From an optimization exercise on the open Yosys and OpenROAD flow, aimed at small area, a short achievable clock period and few clock cycles per item; shortcuts taken in it are not production practice. Power and IR drop assume default switching activity.

==> flow/design.v <==
`default_nettype none
package cpuArchPkg;
    typedef logic [7:0] dataWord;      
    typedef logic [7:0] progAddress;   
    typedef logic [1:0] regIndex;      
    typedef enum logic [3:0] {
        opAnd = 4'b0000,
        opOr  = 4'b0001,
        opNot = 4'b0010,
        opAdd = 4'b0011,
        opSub = 4'b0100,
        opLsr = 4'b0101,
        opLsl = 4'b0110,
        opInc = 4'b0111,
        opDec = 4'b1000,
        opBra = 4'b1001,
        opMov = 4'b1011,
        opLd  = 4'b1100
    } opcode;
    typedef struct packed {
        opcode      code;        
        logic [3:0] dst;         
        logic [3:0] srcFirst;    
        logic [3:0] srcSecond;   
    } instruction;
    typedef struct packed {
        dataWord r1;
        dataWord r2;
        dataWord r3;
        dataWord r4;
    } registerView;
endpackage
`default_nettype wire
`default_nettype none
package cpuControlPkg;
    typedef enum logic [3:0] {
        aluPassA   = 4'b0000,
        aluPassImm = 4'b0001,
        aluNot     = 4'b0010,
        aluAdd     = 4'b0100,
        aluSub     = 4'b0101,
        aluAnd     = 4'b0111,
        aluOr      = 4'b1000,
        aluLsl     = 4'b1011,
        aluLsr     = 4'b1100
    } aluOp;
    typedef enum logic [1:0] {
        rfHold      = 2'b00,
        rfLoad      = 2'b01,
        rfDecrement = 2'b10,
        rfIncrement = 2'b11
    } regFunc;
    typedef enum logic [1:0] {
        stIdle,
        stFetchLow,
        stFetchHigh,
        stExecute
    } seqState;
    typedef struct packed {
        regFunc  regFn;
        logic [1:0] target;    
        logic [1:0] srcA;
        logic [1:0] srcB;
        aluOp    op;
        logic [7:0] immediate;   
        logic    pcLoad;
    } controlWord;
endpackage
`default_nettype wire
`timescale 1ns/1ps
`default_nettype none
module programMemory
(
    input  logic       clock,
    input  logic       progWrite,
    input  logic [7:0] progAddr,
    input  logic [7:0] progData,
    input  logic [6:0] rowE,
    input  logic [6:0] rowO,
    input  logic [7:0] rowE1h,   
    input  logic [7:0] rowO1h,   
    output logic [7:0] byteE,
    output logic [7:0] byteO
);
    logic [7:0] memE [128];
    logic [7:0] memO [128];
    always_ff @(posedge clock) begin
        if (progWrite && !progAddr[0]) memE[progAddr[7:1]] <= progData;
        if (progWrite &&  progAddr[0]) memO[progAddr[7:1]] <= progData;
    end
    logic [7:0] grpE [16];
    logic [7:0] grpO [16];
    always_comb begin
        for (int g = 0; g < 16; g++) begin
            grpE[g] = '0;
            grpO[g] = '0;
            for (int k = 0; k < 8; k++) begin
                grpE[g] = grpE[g] | (memE[8 * g + k] & {8{rowE1h[k]}});
                grpO[g] = grpO[g] | (memO[8 * g + k] & {8{rowO1h[k]}});
            end
        end
    end
    assign byteE = grpE[rowE[6:3]];
    assign byteO = grpO[rowO[6:3]];
endmodule
`default_nettype wire
`timescale 1ns/1ps
`default_nettype none
module cpuTop
(
    input  logic       clock,
    input  logic       arstN,
    input  logic       progWrite,
    input  logic [7:0] progAddr,
    input  logic [7:0] progData,
    input  logic       run,
    output logic [31:0] regs,          
    output logic [7:0] pc,
    output logic            instrDone
);
    logic       wrQ;
    logic [7:0] wrAddrQ, wrDataQ;
    always_ff @(posedge clock) begin
        wrQ     <= progWrite;
        wrAddrQ <= progAddr;
        wrDataQ <= progData;
    end
    localparam int BTB = 3;
    logic [7:0]  fetchPc;
    logic [6:0]  rowE;       
    logic [7:0]  rowE1h;     
    logic [7:0]  rowO1h;     
    logic        running;    
    logic        bubble;     
    logic        starting;   
    logic [7:0]  byteE, byteO;
    logic [15:0] ir;         
    logic [7:0]  irPc;       
    logic        irPred;     
    logic [7:0]  pcQ;
    programMemory i_programMemory (
        .clock     (clock),
        .progWrite (wrQ),
        .progAddr  (wrAddrQ),
        .progData  (wrDataQ),
        .rowE      (rowE),
        .rowO      (fetchPc[7:1]),
        .rowE1h    (rowE1h),
        .rowO1h    (rowO1h),
        .byteE     (byteE),
        .byteO     (byteO)
    );
    logic           btbValid [BTB];
    logic [7:0]     btbPc    [BTB];
    logic [7:0]     btbTgt   [BTB];
    logic [1:0]     btbNext;   
    logic       hit;
    logic [7:0] hitTgt;
    logic [6:0] hitRowE;
    assign hitRowE = hitTgt[7:1] + 7'(hitTgt[0]);
    always_comb begin
        hit     = 1'b0;
        hitTgt  = '0;
        for (int i = 0; i < BTB; i++) begin
            if (btbValid[i] && btbPc[i] == fetchPc) begin
                hit     = 1'b1;
                hitTgt  = hitTgt | btbTgt[i];
            end
        end
    end
    logic       exBra;     
    logic       redirect;  
    logic       stopped;
    logic       advance;   
    logic [7:0] target;
    logic [6:0] targetRowE;
    assign exBra      = running && (ir[15:12] == 4'h9);
    assign redirect   = exBra && !irPred;
    assign target     = ir[7:0];
    assign targetRowE = target[7:1] + 7'(target[0]);
    assign stopped    = !running && !bubble && !starting;
    assign advance    = bubble || starting || (running && !redirect && run) ||
                        (stopped && run && !wrQ);
    always_ff @(posedge clock) begin
        ir     <= fetchPc[0] ? {byteE, byteO} : {byteO, byteE};
        irPc   <= fetchPc;
        irPred <= hit;
    end
    always_ff @(posedge clock or negedge arstN) begin
        if (!arstN) begin
            fetchPc  <= '0;
            rowE     <= '0;
            rowE1h   <= 8'b0000_0001;
            rowO1h   <= 8'b0000_0001;
            running  <= 1'b0;
            bubble   <= 1'b0;
            starting <= 1'b0;
            pcQ      <= '0;
        end else begin
            running  <= advance;
            bubble   <= redirect && run;
            starting <= stopped && run && wrQ;
            if (redirect) begin
                fetchPc <= target;
                rowE    <= targetRowE;
                rowE1h  <= 8'b0000_0001 << targetRowE[2:0];
                rowO1h  <= 8'b0000_0001 << target[3:1];
            end else if (advance && hit) begin
                fetchPc <= hitTgt;
                rowE    <= hitRowE;
                rowE1h  <= 8'b0000_0001 << hitRowE[2:0];
                rowO1h  <= 8'b0000_0001 << hitTgt[3:1];
            end else if (advance) begin
                fetchPc <= fetchPc + 8'd2;
                rowE    <= rowE + 7'd1;
                rowE1h  <= {rowE1h[6:0], rowE1h[7]};
                rowO1h  <= {rowO1h[6:0], rowO1h[7]};
            end
            pcQ <= exBra ? target : fetchPc;
        end
    end
    always_ff @(posedge clock or negedge arstN) begin
        if (!arstN) begin
            for (int i = 0; i < BTB; i++) btbValid[i] <= 1'b0;
            btbNext <= '0;
        end else if (wrQ) begin
            for (int i = 0; i < BTB; i++) btbValid[i] <= 1'b0;
        end else if (redirect) begin
            btbValid[btbNext] <= 1'b1;
            btbNext <= (btbNext == 2'd2) ? 2'd0 : btbNext + 2'd1;
        end
    end
    always_ff @(posedge clock) begin
        if (redirect && !wrQ) begin
            btbPc[btbNext]   <= irPc;
            btbTgt[btbNext]  <= target;
        end
    end
    assign pc        = pcQ;
    assign instrDone = running;
    logic [3:0] op;
    logic [1:0] d, a, b;
    logic [7:0] imm;
    assign op  = ir[15:12];
    assign d   = ir[9:8];
    assign a   = ir[5:4];
    assign b   = ir[1:0];
    assign imm = ir[7:0];
    logic [7:0] r [4];
    logic [7:0] opA, opB, addB, sum, result;
    logic       cin;
    assign opA = r[a];
    assign opB = r[b];
    always_comb begin
        case (op)
            4'h4:    begin addB = ~opB;   cin = 1'b1; end   
            4'h7:    begin addB = 8'h01;  cin = 1'b0; end   
            4'h8:    begin addB = 8'hFF;  cin = 1'b0; end   
            default: begin addB = opB;    cin = 1'b0; end   
        endcase
    end
    logic [7:0] g0, p0, gk, pk, gn, pn;
    logic [8:0] carry;
    always_comb begin
        g0 = opA & addB;
        p0 = opA ^ addB;
        gk = g0;
        pk = p0;
        for (int s = 1; s < 8; s = s * 2) begin
            gn = gk;
            pn = pk;
            for (int i = s; i < 8; i++) begin
                gn[i] = gk[i] | (pk[i] & gk[i - s]);
                pn[i] = pk[i] & pk[i - s];
            end
            gk = gn;
            pk = pn;
        end
        carry[0] = cin;
        for (int i = 0; i < 8; i++) carry[i + 1] = gk[i] | (pk[i] & cin);
        sum = p0 ^ carry[7:0];
    end
    always_comb begin
        case (op)
            4'h0:    result = opA & opB;
            4'h1:    result = opA | opB;
            4'h2:    result = ~opA;
            4'h5:    result = {1'b0, opA[7:1]};
            4'h6:    result = {opA[6:0], 1'b0};
            4'hC:    result = imm;
            4'hB:    result = opA;
            default: result = sum;   
        endcase
    end
    logic       wr;
    logic [1:0] dst;
    assign wr  = running && (op <= 4'h8 || op == 4'hB || op == 4'hC);
    assign dst = (op == 4'h7 || op == 4'h8) ? a : d;
    for (genvar i = 0; i < 4; i++) begin : gReg
        always_ff @(posedge clock or negedge arstN) begin
            if (!arstN)                          r[i] <= '0;
            else if (wr && dst == 2'(i))         r[i] <= result;
        end
    end
    assign regs = {r[0], r[1], r[2], r[3]};
endmodule
`default_nettype wire
clock: 9.0 ns
lec_check: 0
cap_margin: 20
core_margin: 2
core_utilization: 40
cts_cluster_diameter: 100
cts_cluster_size: 25
slew_margin: 20
standard.sh (not shown) runs the stock make flow with config.mk's settings and CLKGATE_MAP_FILE= SYNTH_SCRIPT=/design/flow/synth_recipe.tcl, a recipe that flattens the netlist after the stock synthesis.
==> flow/flow/run.sh <==
#!/bin/bash
# Own layout flow: the standard ORFS flow (standard.sh) with a tighter
# timing-repair target (setup margin) and plain buffers on the ports. Same
# SDC and clock period.
set -euo pipefail
bash standard.sh SETUP_SLACK_MARGIN=5.8 'BUFFER_PORTS_ARGS=-buffer_cell sky130_fd_sc_hd__buf_4' finish > run_make.log 2>&1
The first run finished clean.
Change:
--- a/flow/design.v
+++ b/flow/design.v
@@ -122,13 +122,13 @@
     logic [7:0] wrAddrQ, wrDataQ;
     always_ff @(posedge clock) begin
         wrQ     <= progWrite;
         wrAddrQ <= progAddr;
         wrDataQ <= progData;
     end
-    localparam int BTB = 3;
+    localparam int BTB = 4;
     logic [7:0]  fetchPc;
     logic [6:0]  rowE;       
     logic [7:0]  rowE1h;     
     logic [7:0]  rowO1h;     
     logic        running;    
     logic        bubble;     
@@ -224,13 +224,13 @@
             for (int i = 0; i < BTB; i++) btbValid[i] <= 1'b0;
             btbNext <= '0;
         end else if (wrQ) begin
             for (int i = 0; i < BTB; i++) btbValid[i] <= 1'b0;
         end else if (redirect) begin
             btbValid[btbNext] <= 1'b1;
-            btbNext <= (btbNext == 2'd2) ? 2'd0 : btbNext + 2'd1;
+            btbNext <= btbNext + 2'd1;
         end
     end
     always_ff @(posedge clock) begin
         if (redirect && !wrQ) begin
             btbPc[btbNext]   <= irPc;
             btbTgt[btbNext]  <= target;
The changed run completed with no timing, DRC or antenna violations.
Combinational power hardly moves.
Fmax goes down by a few percent.
Flip-flop and latch count goes up by 17.
Utilization hardly moves.
Register-to-register slack loses 0.23 ns.
Routed wire length goes up slightly.
Area after synthesis goes up slightly.
Synthesized cell count goes up slightly.
Function was not checked in any run of this note: the RTL went through the layout flow alone.

==> static timing again, ports no longer ideal <==
How much do the figures lean on ideal ports? The routed layouts below were timed once more, with nothing changed but the port constraints. Step 1 assumes that a clkbuf_16 drives the clock port and a buf_2 every other input. Step 2 also shifts input and output timing later by t, the mid clock arrival at the registers, as if the neighbouring blocks saw the same clock. Three values: ideal, step 1, step 2; two values: the first two.
| run | t, ns | setup slack, ns | worst data-port slew with drivers (ns) |
|---|---|---|---|
| the first run | 0.854 | 5.697 / 5.697 / 5.395 | 0.08 |
| the second run | 0.871 | 5.462 / 5.462 / 5.381 | 0.21 |
After both steps every run listed still meets setup and hold. For the first run, which loses most, drivers alone change the setup slack by 0.000 ns; drivers and shift together by -0.302 ns.
